From an optimization exercise on the open Yosys and OpenROAD flow, aimed at small area; shortcuts taken in it are not production practice. At most, simulation tests tie the RTL to the original design; equivalence was not proved. Power is estimated from default activity; no workload was simulated.

## oak
==> flow/design.v <==
module yrow_delta_integrator #(
  parameter int DATA_W     = 24,
  parameter int ENTRIES    = 5,
  parameter int ADDR_W     = 16,
  parameter int FIFO_DEPTH = 4
) (
  input  logic                     clk,
  input  logic                     rst_n,
  input  logic                     chng_valid,
  output logic                     chng_ready,
  input  logic [ADDR_W-1:0]        chng_row,
  input  logic [ADDR_W-1:0]        chng_col,
  input  logic [DATA_W-1:0]        chng_real,
  input  logic [DATA_W-1:0]        chng_img,
  input  logic                     filt_EN,
  output logic                     op_rd_req,
  output logic [ADDR_W-1:0]        op_y_row,
  input  logic [ENTRIES*2*DATA_W-1:0] ymem_data,
  input  logic                     yMemDataReady,
  output logic                     op_wr_en,
  output logic [ENTRIES*2*DATA_W-1:0] op_wr_data,
  output logic [2*DATA_W-1:0]      op_yVal1,
  output logic [2*DATA_W-1:0]      op_yVal2,
  output logic                     op_EX_EN,
  input  logic                     exModDone,
  output logic                     op_Done,
  output logic                     op_colErr
);
  localparam int ENT_W  = 2 * DATA_W;
  localparam int ROW_W  = ENTRIES * ENT_W;
  localparam int WORD_W = ADDR_W + 3 + 2 * DATA_W;
  localparam logic [2:0] S_IDLE    = 3'b000;
  localparam logic [2:0] S_FETCH   = 3'b001;
  localparam logic [2:0] S_UPDATE  = 3'b011;
  localparam logic [2:0] S_WRITE   = 3'b010;
  localparam logic [2:0] S_NOTIFY  = 3'b110;
  localparam logic [2:0] S_WAIT_EX = 3'b111;
  localparam logic [2:0] S_EX_SEEN = 3'b101;
  function automatic logic [DATA_W-1:0] sat_add(input logic [DATA_W-1:0] a,
                                                input logic [DATA_W-1:0] b);
    logic [DATA_W-1:0] sum;
    logic              ovf;
    sum = a + b;
    ovf = (a[DATA_W-1] == b[DATA_W-1]) && (sum[DATA_W-1] != a[DATA_W-1]);
    sat_add = ovf ? {a[DATA_W-1], {(DATA_W-1){~a[DATA_W-1]}}} : sum;
  endfunction
  logic [2:0] state_q, state_d;
  logic [WORD_W-1:0] fifo_q [FIFO_DEPTH];
  logic [2:0]        wr_ptr_q, rd_ptr_q;
  logic              done_q, col_err_q;
  logic [ADDR_W-1:0] row_q;
  logic [2:0]        col_q;
  logic [DATA_W-1:0] dre_q, dim_q;
  logic [ROW_W-1:0]  row_buf_q;
  logic              empty_s, full_s, push_s, pop_s, col_ok_s, idle_s;
  logic              in_err_s;
  logic [WORD_W-1:0] push_word_s, head_s;
  logic [ENT_W-1:0]  old_ent_s, new_ent_s;
  assign empty_s  = (wr_ptr_q == rd_ptr_q);
  assign full_s   = (wr_ptr_q == {~rd_ptr_q[2], rd_ptr_q[1:0]});
  assign idle_s   = (state_q == S_IDLE);
  assign push_s   = chng_valid & ~full_s;
  assign pop_s    = idle_s & filt_EN & ~empty_s;
  assign in_err_s = (chng_col >= ADDR_W'(ENTRIES));
  assign push_word_s = {chng_row, chng_col[2] | in_err_s, chng_col[1] | in_err_s,
                        chng_col[0], chng_real, chng_img};
  assign head_s   = fifo_q[rd_ptr_q[1:0]];
  assign col_ok_s = ~(head_s[2*DATA_W+2] & head_s[2*DATA_W+1]);
  always_ff @(posedge clk) begin
    for (int i = 0; i < FIFO_DEPTH; i++) begin
      if (push_s && wr_ptr_q[1:0] == 2'(i)) fifo_q[i] <= push_word_s;
    end
  end
  always_ff @(posedge clk or negedge rst_n) begin
    if (!rst_n) begin
      wr_ptr_q  <= 3'd0;
      rd_ptr_q  <= 3'd0;
      state_q   <= S_IDLE;
      done_q    <= 1'b1;
      col_err_q <= 1'b0;
    end else begin
      if (push_s) wr_ptr_q <= wr_ptr_q + 3'd1;
      if (pop_s)  rd_ptr_q <= rd_ptr_q + 3'd1;
      state_q   <= state_d;
      done_q    <= idle_s & empty_s;
      col_err_q <= col_err_q | (pop_s & ~col_ok_s);
    end
  end
  always_comb begin
    state_d = state_q;
    case (state_q)
      S_IDLE:    state_d = (pop_s && col_ok_s) ? S_FETCH : S_IDLE;
      S_FETCH:   state_d = yMemDataReady ? S_UPDATE : S_FETCH;
      S_UPDATE:  state_d = S_WRITE;
      S_WRITE:   state_d = S_NOTIFY;
      S_NOTIFY:  state_d = S_WAIT_EX;
      S_WAIT_EX: state_d = exModDone ? S_EX_SEEN : S_WAIT_EX;
      S_EX_SEEN: state_d = S_IDLE;
      default:   state_d = S_IDLE;
    endcase
  end
  always_ff @(posedge clk) begin
    if (pop_s) begin
      row_q <= head_s[2*DATA_W+3 +: ADDR_W];
      col_q <= head_s[2*DATA_W +: 3];
      dre_q <= head_s[DATA_W +: DATA_W];
      dim_q <= head_s[0 +: DATA_W];
    end
    if (state_q == S_FETCH) row_buf_q <= ymem_data;
  end
  always_comb begin
    old_ent_s = {ENT_W{1'b0}};
    for (int k = 0; k < ENTRIES; k++) begin
      old_ent_s = old_ent_s |
                  ((col_q == 3'(k)) ? row_buf_q[k*ENT_W +: ENT_W] : {ENT_W{1'b0}});
    end
    new_ent_s = {sat_add(old_ent_s[DATA_W +: DATA_W], dre_q),
                 sat_add(old_ent_s[0 +: DATA_W], dim_q)};
  end
  for (genvar k = 0; k < ENTRIES; k++) begin : g_wr
    assign op_wr_data[k*ENT_W +: ENT_W] = (col_q == 3'(k)) ? new_ent_s
                                                           : row_buf_q[k*ENT_W +: ENT_W];
  end
  assign chng_ready = ~full_s;
  assign op_rd_req  = (state_q == S_FETCH);
  assign op_wr_en   = (state_q == S_WRITE);
  assign op_EX_EN   = (state_q == S_NOTIFY);
  assign op_y_row   = row_q;
  assign op_yVal1   = old_ent_s;
  assign op_yVal2   = new_ent_s;
  assign op_Done    = done_q;
  assign op_colErr  = col_err_q;
endmodule
Settings: LEC_CHECK=0, ABC_AREA=1, CAP_MARGIN=20, CORE_MARGIN=2, CORE_UTILIZATION=40, SLEW_MARGIN=20; clock period 7.0 ns.
run.sh (not shown) runs the stock make flow with config.mk's settings and CLKGATE_MAP_FILE= SYNTH_SCRIPT=/design/flow/synth_recipe.tcl, a recipe that flattens the netlist after the stock synthesis.
### oak -> pine
==> flow/flow/run.sh (new file) <==
#!/bin/bash
# Standard ORFS layout (the standard.sh), with the port buffers made of
# the smallest plain buffer instead of the cell buffer_ports picks by default.
set -euo pipefail
export BUFFER_PORTS_ARGS="-buffer_cell sky130_fd_sc_hd__buf_1"
bash standard.sh > standard.log 2>&1
==> flow/standard.sh (new file) <==
#!/bin/bash
# synth_recipe.tcl (not shown) runs the flow's synth.tcl, then flattens the netlist and writes it again
# the make line also repeats each setting of config.mk as NAME=value (left out here)
make -C /OpenROAD-flow-scripts/flow DESIGN_CONFIG=/design/flow/config.mk WORK_HOME=/design/flow/orfs CLKGATE_MAP_FILE= SYNTH_SCRIPT=/design/flow/synth_recipe.tcl "${@:-finish}"
removed: flow/run.sh
Per the comparison of pine with oak, total via count after detailed routing fell by 2.2%, average wire per cell in the routed design fell by about 8%. Total design power came out lower on pine than on oak. Comparing oak against pine, there is no change at all in aggregate global routing overflow. [pine] clock network latency to the later pin of the worst-skew pair fell 0.02 ns relative to oak. What oak reported for count of antenna diodes in the layout has to be multiplied by 1.14 to get the figure for pine. Minimum period implied by the final worst setup slack in pine vs oak: up 0.016 ns.


Another version of the RTL of yrow_delta_integrator (not shown whole).
Size: roughly 2100 cells after synthesis, roughly 680 I/O pins, ~26000 um^2 of cells after synthesis.
## yrow_delta_integrator
module yrow_delta_integrator #(
  parameter int DATA_W     = 24,
  parameter int ENTRIES    = 5,
  parameter int ADDR_W     = 16,
  parameter int FIFO_DEPTH = 4
) (
  input  logic                     clk,
  input  logic                     rst_n,
  input  logic                     chng_valid,
  output logic                     chng_ready,
  input  logic [ADDR_W-1:0]        chng_row,
  input  logic [ADDR_W-1:0]        chng_col,
  input  logic [DATA_W-1:0]        chng_real,
  input  logic [DATA_W-1:0]        chng_img,
  input  logic                     filt_EN,
  output logic                     op_rd_req,
  output logic [ADDR_W-1:0]        op_y_row,
  input  logic [ENTRIES*2*DATA_W-1:0] ymem_data,
  input  logic                     yMemDataReady,
  output logic                     op_wr_en,
  output logic [ENTRIES*2*DATA_W-1:0] op_wr_data,
  output logic [2*DATA_W-1:0]      op_yVal1,
  output logic [2*DATA_W-1:0]      op_yVal2,
  output logic                     op_EX_EN,
  input  logic                     exModDone,
  output logic                     op_Done,
  output logic                     op_colErr
);
==> flow/config.mk <==
export PLATFORM = sky130hd
export DESIGN_NAME = yrow_delta_integrator
export DESIGN_NICKNAME = yrow_delta_integrator
export VERILOG_FILES = /design/flow/design.v
export SDC_FILE = /design/flow/constraint.sdc
export NUM_CORES = 4
export LEC_CHECK = 0
export ABC_AREA = 0
export CAP_MARGIN = 20
export CORE_MARGIN = 2
export CORE_UTILIZATION = 55
export CTS_CLUSTER_DIAMETER = 100
export CTS_CLUSTER_SIZE = 30
export SLEW_MARGIN = 20
==> flow/constraint.sdc <==
create_clock -name core_clock -period 7.0 [get_ports {clk}]
set_input_delay 1.4000 -clock core_clock [delete_from_list [all_inputs] [get_ports {clk}]]
set_output_delay 1.4000 -clock core_clock [all_outputs]
set_load 0.01 [all_outputs]
standard.sh (not shown) runs the stock make flow with config.mk's settings and CLKGATE_MAP_FILE= SYNTH_SCRIPT=/design/flow/synth_recipe.tcl, a recipe that flattens the netlist after the stock synthesis.
==> flow/flow/run.sh <==
#!/bin/bash
# Standard ORFS layout (the standard.sh) with two changes:
#  - port buffers use the smallest plain buffer (buf_1) instead of the cell
#    buffer_ports picks by default;
#  - clock tree synthesis without dummy loads.
set -euo pipefail
export BUFFER_PORTS_ARGS="-buffer_cell sky130_fd_sc_hd__buf_1"
export CTS_ARGS="-sink_clustering_enable -repair_clock_nets -sink_clustering_size 30 -sink_clustering_max_diameter 100 -dont_use_dummy_load"
bash standard.sh > standard.log 2>&1
==> next run, changes <==
==> flow/flow/run.sh (replaced) <==
#!/bin/bash
# Standard ORFS layout (the standard.sh) with these changes:
#  - at the end of floorplanning, the combinational logic of the synthesized netlist
#    is re-mapped for area with OpenROAD's restructure (ABC), onto the
#    platform library less its don't-use cells; registers are untouched;
#  - port buffers use the smallest plain buffer (buf_1) instead of the cell
#    buffer_ports picks by default;
#  - clock tree synthesis without dummy loads.
# Every tool's output goes to a log in this folder (standard.log, ORFS logs
# under orfs/logs).
set -euo pipefail
here=$(pwd)
python3 flow/filter_lib.py "$FLOW_HOME/platforms/sky130hd/lib/sky130_fd_sc_hd__tt_025C_1v80.lib" \
  "$here/rs_lib.lib" > filter_lib.log 2>&1
mkdir -p "$here/rs_work"
export RS_LIB="$here/rs_lib.lib"
export RS_WORK="$here/rs_work"
export POST_FLOORPLAN_TCL="$here/flow/restructure.tcl"
export BUFFER_PORTS_ARGS="-buffer_cell sky130_fd_sc_hd__buf_1"
export CTS_ARGS="-sink_clustering_enable -repair_clock_nets -sink_clustering_size 25 -sink_clustering_max_diameter 100 -dont_use_dummy_load"
bash standard.sh > standard.log 2>&1
==> flow/flow/filter_lib.py (new file) <==
# Copy a liberty file without the cells the platform marks don't-use
# (probe and lpflow cells), for the area restructuring step to map onto.
import re, sys
src, dst = sys.argv[1], sys.argv[2]
drop = re.compile(r'^\s*cell\s*\(\s*"?sky130_fd_sc_hd__(probe|lpflow_)')
out, skip, depth = [], False, 0
for line in open(src):
    if not skip and drop.match(line):
        skip, depth = True, 0
    if skip:
        depth += line.count('{') - line.count('}')
        if depth <= 0 and '}' in line:
            skip = False
        continue
    out.append(line)
open(dst, 'w').writelines(out)
==> flow/flow/restructure.tcl (new file) <==
# POST_FLOORPLAN hook: re-map the combinational logic of the synthesized
# netlist for area (registers are left as synthesis made them).
report_design_area
restructure -target area -liberty_file $::env(RS_LIB) \
  -tielo_port sky130_fd_sc_hd__conb_1/LO -tiehi_port sky130_fd_sc_hd__conb_1/HI \
  -work_dir $::env(RS_WORK) -abc_logfile $::env(RS_WORK)/abc.log
report_design_area
CTS_CLUSTER_SIZE = 25   (was 30)
This time the run finished but failed the layout checks on negative setup slack.
Total power increases by about a fifth.
Area after synthesis does not change.
Register-to-register slack degrades by 0.34 ns.
First-iteration DRC count decreases by about a fifth.
Worst setup slack degrades by 0.72 ns.
No run of this note included a check of the RTL's function; only the layout flow was run.

## re-timing with driven ports
How much do the figures lean on ideal ports? The routed layouts below were timed once more, with nothing changed but the port constraints.
Step 1 sets driving cells, clkbuf_16 on the clock port and buf_2 on the other inputs (assumed; they add their load-dependent delay and slew).
Step 2 times the ports against the registers' clock, not the clock port: input delays grow and output delays shrink by t, the midpoint of the rising clock arrivals with the driver on.
a / b / c = ideal / step 1 / step 2; a / b = the first two.
run | shift t [ns] | setup WS [ns] | worst register clock-pin slew, ns | worst slew at a driven data input, ns | cell pins on the clock port's net
oak | 0.678 | 0.185 / 0.125 / 0.803 | 0.06 / 0.06 | 0.18 | 1
pine | 0.671 | 0.170 / 0.111 / 0.782 | 0.06 / 0.06 | 0.23 | 1
the first run of note 2 | 0.651 | 0.167 / 0.100 / 0.751 | 0.12 / 0.12 | 0.22 | 1
the second run of note 2 | 0.653 | -0.555 / -0.614 / 0.040 | 0.11 / 0.11 | 0.18 | 1
